This is an optimization exercise on Yosys and OpenROAD, whose aim is small area, not a production implementation. In this exercise RTL edits were held to simulation tests only and were not proved equivalent to the original.

==> v3: inputs <==
==> flow/design.v <==
package bdc_pkg;
    localparam int DATA_WIDTH_DEF = 24;
    localparam int WIDTH_DEF      = 1920;
    localparam int HEIGHT_DEF     = 1080;
    localparam int DROP_CNT_W     = 16;
    localparam int TLAST_BIT = 0;
    localparam int TUSER_BIT = 1;
    typedef enum logic [1:0] {
        ST_WAIT_VSYNC,
        ST_ARMED,
        ST_ACTIVE,
        ST_DROP
    } vin_state_e;
endpackage
module vin_rd_aoi3 (
    input  logic [2:0] i_sel,
    input  logic [2:0] i_dat,
    output logic       o_n
);
    assign o_n = ~|(i_sel & i_dat);
endmodule
module vin_rd_or22 (
    input  logic [21:0] i_n,
    output logic        o_y
);
    assign o_y = ~&i_n;
endmodule
module video_in_to_axis #(
    parameter int WIDTH      = bdc_pkg::WIDTH_DEF,
    parameter int HEIGHT     = bdc_pkg::HEIGHT_DEF,
    parameter int DATA_WIDTH = bdc_pkg::DATA_WIDTH_DEF,
    parameter int FIFO_DEPTH = 64,
    parameter bit VSYNC_POL  = 1'b1
)(
    input  logic                          clk,
    input  logic                          rst_n,
    input  logic [DATA_WIDTH-1:0]         vid_data,
    input  logic                          vid_de,
    input  logic                          vid_vsync,
    output logic [DATA_WIDTH-1:0]         m_axis_tdata,
    output logic                          m_axis_tvalid,
    output logic                          m_axis_tlast,
    output logic                          m_axis_tuser,
    input  logic                          m_axis_tready,
    input  logic                          ovf_clr,
    output logic                          overflow,
    output logic [bdc_pkg::DROP_CNT_W-1:0]         drop_cnt,
    output logic [$clog2(FIFO_DEPTH):0]   fifo_level,
    output logic [15:0]                   meas_width,
    output logic [15:0]                   meas_height,
    output logic                          meas_valid
);
    localparam int AW = $clog2(FIFO_DEPTH);
    localparam int EW = DATA_WIDTH + 1;
    localparam int XW = $clog2(WIDTH);
    localparam int YW = $clog2(HEIGHT + 1);
    localparam logic [XW-1:0] X_LAST = XW'(WIDTH - 1);
    localparam logic [YW-1:0] Y_LAST = YW'(HEIGHT - 1);
    logic [DATA_WIDTH-1:0] r_data;
    logic                  r_de;
    logic                  r_vs;
    logic                  r_vs_d;
    logic                  w_vs_edge;
    always_ff @(posedge clk) r_data <= vid_data;
    always_ff @(posedge clk or negedge rst_n) begin
        if (!rst_n) begin
            r_de   <= 1'b0;
            r_vs   <= 1'b0;
            r_vs_d <= 1'b0;
        end else begin
            r_de   <= vid_de;
            r_vs   <= VSYNC_POL ? vid_vsync : ~vid_vsync;
            r_vs_d <= r_vs;
        end
    end
    assign w_vs_edge = r_vs & ~r_vs_d;
    logic                  r_armed;
    logic                  r_active;
    logic [XW-1:0]         r_x;
    logic [YW-1:0]         r_y;
    logic                  r_wr;
    logic [DATA_WIDTH-1:0] r_wr_data;
    logic                  r_wr_user;
    logic                  r_wr_last;
    logic                  r_ovf;
    logic [15:0]           r_drop;
    logic [AW:0]           r_level;
    logic                  w_full;
    logic                  w_empty;
    logic                  w_rd;
    logic                  w_push;
    logic                  w_wr_lost;
    logic                  w_line_end;
    logic                  w_frame_end;
    logic                  w_req;
    assign w_full      = r_level[AW];
    assign w_empty     = (r_level == '0);
    assign w_rd        = ~w_empty & m_axis_tready;
    assign w_wr_lost   = r_wr & w_full & ~m_axis_tready;
    assign w_push      = r_wr & ~w_wr_lost;
    assign w_line_end  = (r_x == X_LAST);
    assign w_frame_end = w_line_end & (r_y == Y_LAST);
    assign w_req       = ~w_vs_edge & ~w_wr_lost & r_de & (r_armed | r_active);
    always_ff @(posedge clk) begin
        r_wr_data <= r_data;
        r_wr_user <= r_armed;
        r_wr_last <= w_line_end;
    end
    always_ff @(posedge clk) begin
        if (w_vs_edge) begin
            r_x <= '0;
            r_y <= '0;
        end else if (w_req) begin
            if (w_line_end) begin
                r_x <= '0;
                r_y <= r_y + 1'b1;
            end else begin
                r_x <= r_x + 1'b1;
            end
        end
    end
    always_ff @(posedge clk or negedge rst_n) begin
        if (!rst_n) begin
            r_armed  <= 1'b0;
            r_active <= 1'b0;
            r_wr     <= 1'b0;
            r_ovf    <= 1'b0;
            r_drop   <= '0;
        end else begin
            r_wr <= w_req;
            if (ovf_clr)   r_ovf <= 1'b0;
            if (w_wr_lost) r_ovf <= 1'b1;
            if (w_wr_lost || (w_vs_edge && r_active))
                if (~&r_drop) r_drop <= r_drop + 1'b1;
            if (w_vs_edge) begin
                r_armed  <= 1'b1;
                r_active <= 1'b0;
            end else if (w_wr_lost) begin
                r_armed  <= 1'b0;
                r_active <= 1'b0;
            end else if (w_req) begin
                r_armed  <= 1'b0;
                r_active <= ~w_frame_end;
            end
        end
    end
    logic [EW-1:0]         r_mem [FIFO_DEPTH];
    logic [AW-1:0]         r_last_dist;
    logic                  r_last_vld;
    always_ff @(posedge clk) begin
        if (w_push) begin
            r_mem[0] <= {r_wr_user, r_wr_data};
            for (int i = 1; i < FIFO_DEPTH; i++) r_mem[i] <= r_mem[i-1];
        end
    end
    always_ff @(posedge clk) begin
        if (w_push && r_wr_last) r_last_dist <= AW'(r_level - {{AW{1'b0}}, w_rd});
        else if (w_rd)           r_last_dist <= r_last_dist - 1'b1;
    end
    always_ff @(posedge clk or negedge rst_n) begin
        if (!rst_n) begin
            r_level    <= '0;
            r_last_vld <= 1'b0;
        end else begin
            case ({w_push, w_rd})
                2'b10:   r_level <= r_level + 1'b1;
                2'b01:   r_level <= r_level - 1'b1;
                default: r_level <= r_level;
            endcase
            if (w_push && r_wr_last)
                r_last_vld <= 1'b1;
            else if (w_rd && r_last_dist == '0)
                r_last_vld <= 1'b0;
        end
    end
    logic [FIFO_DEPTH-1:0] w_sel;
    logic [EW-1:0]         w_head;
    always_comb
        for (int i = 0; i < FIFO_DEPTH; i++) w_sel[i] = (r_level == (AW+1)'(i + 1));
    for (genvar b = 0; b < EW; b++) begin : g_rd
        logic [21:0] w_t;
        for (genvar k = 0; k < 21; k++) begin : g_aoi
            vin_rd_aoi3 u_aoi (
                .i_sel (w_sel[3*k +: 3]),
                .i_dat ({r_mem[3*k+2][b], r_mem[3*k+1][b], r_mem[3*k][b]}),
                .o_n   (w_t[k])
            );
        end
        assign w_t[21] = ~(w_sel[63] & r_mem[63][b]);
        vin_rd_or22 u_or (.i_n(w_t), .o_y(w_head[b]));
    end
    assign m_axis_tvalid = ~w_empty;
    assign m_axis_tdata  = w_head[DATA_WIDTH-1:0];
    assign m_axis_tuser  = w_head[DATA_WIDTH];
    assign m_axis_tlast  = r_last_vld & (r_last_dist == '0);
    assign fifo_level    = r_level;
    assign overflow      = r_ovf;
    assign drop_cnt      = r_drop;
    logic        r_de_d;
    logic [15:0] r_mw_cnt;
    logic [15:0] r_mh_cnt;
    logic [15:0] r_mw;
    logic [15:0] r_mh;
    logic        r_first_done;
    logic        r_seen_vs;
    logic        r_mv;
    always_ff @(posedge clk) begin
        r_de_d <= r_de;
        if (w_vs_edge) begin
            r_mw_cnt     <= '0;
            r_mh_cnt     <= '0;
            r_first_done <= 1'b0;
        end else begin
            if (r_de && !r_first_done) r_mw_cnt <= r_mw_cnt + 1'b1;
            if (r_de_d && !r_de) begin
                r_mh_cnt     <= r_mh_cnt + 1'b1;
                r_first_done <= 1'b1;
            end
        end
    end
    always_ff @(posedge clk or negedge rst_n) begin
        if (!rst_n) begin
            r_mw      <= '0;
            r_mh      <= '0;
            r_seen_vs <= 1'b0;
            r_mv      <= 1'b0;
        end else if (w_vs_edge) begin
            if (r_seen_vs) begin
                r_mw <= r_mw_cnt;
                r_mh <= r_mh_cnt;
                r_mv <= 1'b1;
            end
            r_seen_vs <= 1'b1;
        end
    end
    assign meas_width  = r_mw;
    assign meas_height = r_mh;
    assign meas_valid  = r_mv;
endmodule
==> flow/run.sh <==
#!/bin/bash
# synth_recipe.tcl (not shown) runs the flow's synth.tcl, then flattens the netlist and writes it again
# the make line also repeats each setting of config.mk as NAME=value (left out here)
make -C /OpenROAD-flow-scripts/flow DESIGN_CONFIG=/design/flow/config.mk WORK_HOME=/design/flow/orfs CLKGATE_MAP_FILE= SYNTH_SCRIPT=/design/flow/synth_recipe.tcl finish
==> flow/config.mk <==
export PLATFORM = sky130hd
export DESIGN_NAME = video_in_to_axis
export DESIGN_NICKNAME = video_in_to_axis
export VERILOG_FILES = /design/flow/design.v
export SDC_FILE = /design/flow/constraint.sdc
export NUM_CORES = 4
export LEC_CHECK = 0
export CAP_MARGIN = 20
export CORE_MARGIN = 2
export CORE_UTILIZATION = 40
export PLACE_DENSITY = 0.6
export SLEW_MARGIN = 20
export SYNTH_HIERARCHICAL = 1
==> flow/constraint.sdc <==
create_clock -name core_clock -period 6.0 [get_ports {clk}]
set_input_delay 1.2000 -clock core_clock [delete_from_list [all_inputs] [get_ports {clk}]]
set_output_delay 1.2000 -clock core_clock [all_outputs]
set_load 0.01 [all_outputs]
==> v9: changes against v3 <==
--- a/flow/design.v
+++ b/flow/design.v
@@ -14,15 +14,2 @@
 endpackage
-module vin_rd_aoi3 (
-    input  logic [2:0] i_sel,
-    input  logic [2:0] i_dat,
-    output logic       o_n
-);
-    assign o_n = ~|(i_sel & i_dat);
-endmodule
-module vin_rd_or22 (
-    input  logic [21:0] i_n,
-    output logic        o_y
-);
-    assign o_y = ~&i_n;
-endmodule
 module video_in_to_axis #(
@@ -175,17 +162,7 @@
     end
-    logic [FIFO_DEPTH-1:0] w_sel;
-    logic [EW-1:0]         w_head;
-    always_comb
-        for (int i = 0; i < FIFO_DEPTH; i++) w_sel[i] = (r_level == (AW+1)'(i + 1));
-    for (genvar b = 0; b < EW; b++) begin : g_rd
-        logic [21:0] w_t;
-        for (genvar k = 0; k < 21; k++) begin : g_aoi
-            vin_rd_aoi3 u_aoi (
-                .i_sel (w_sel[3*k +: 3]),
-                .i_dat ({r_mem[3*k+2][b], r_mem[3*k+1][b], r_mem[3*k][b]}),
-                .o_n   (w_t[k])
-            );
-        end
-        assign w_t[21] = ~(w_sel[63] & r_mem[63][b]);
-        vin_rd_or22 u_or (.i_n(w_t), .o_y(w_head[b]));
+    logic [EW-1:0] w_head;
+    always_comb begin
+        w_head = '0;
+        for (int i = 0; i < FIFO_DEPTH; i++)
+            w_head = w_head | ({EW{r_level == (AW+1)'(i + 1)}} & r_mem[i]);
     end
SYNTH_HIERARCHICAL = default   (was 1)
==> impl_metrics.env <==
export IMPL_synthToLayoutAreaGrowth_pct=17.90
export IMPL_powerComb_uw=4950
export IMPL_met2_usage_pct=30.74
export IMPL_multiInputGateArea_mm2=0.01007
export IMPL_combPwrFrac_pct=15.7
export IMPL_synth_simple_area_share_pct=4.523
export IMPL_multi_input_area_share_pct=13.82
export IMPL_cp_top_family="simple AND/OR/NAND/NOR gates"
export IMPL_inverters_excl_clock=18
export IMPL_status="complete, no violations"
export IMPL_p_leak_uw=0.02204
export IMPL_worstMarginPinSlew_ns=1.186
export IMPL_synth_xor_area_share_pct=0.7798
the above is filed under v3

==> impl_metrics.env <==
export IMPL_status="failed layout checks"
export IMPL_so_violations="negative setup slack"
export IMPL_synth_simple_area_share_pct=5.779
export IMPL_combPwrFrac_pct=24.0
export IMPL_cp_top_family="buffers and inverters"
export IMPL_setup_viol=6
export IMPL_synthToLayoutAreaGrowth_pct=18.56
export IMPL_inverters_excl_clock=17
export IMPL_finalWorstSetupSlack_ns=-0.07720
export IMPL_worst_path_max_delay_cell="dfrtp_4"
export IMPL_multiInputGateArea_mm2=0.01286
the above is filed under v9

what the ideal ports hide:
How much do the figures lean on ideal ports? The routed layouts below were timed once more, with nothing changed but the port constraints.
Step 1: set_driving_cell puts a clkbuf_16 on clk and a buf_2 on each other input, an assumption about the parent block.
Step 2, shift: input delay + t, output delay - t, t = (earliest + latest rising clock arrival at the registers) / 2. This alone moves slack from input paths to output paths.
Slacks: ideal ports / drivers / drivers and shift; pairs: ideal ports / drivers.
run | t, ns | slack for setup (ns) | worst hold slack (ns) | worst data-port slew with drivers (ns)
v3 | 0.878 | 0.150 / 0.071 / 0.949 | 0.270 / 0.214 / 0.324 | 0.07
v9 | 0.920 | -0.077 / -0.167 / 0.753 | 0.325 / 0.325 / 0.325 | 0.05
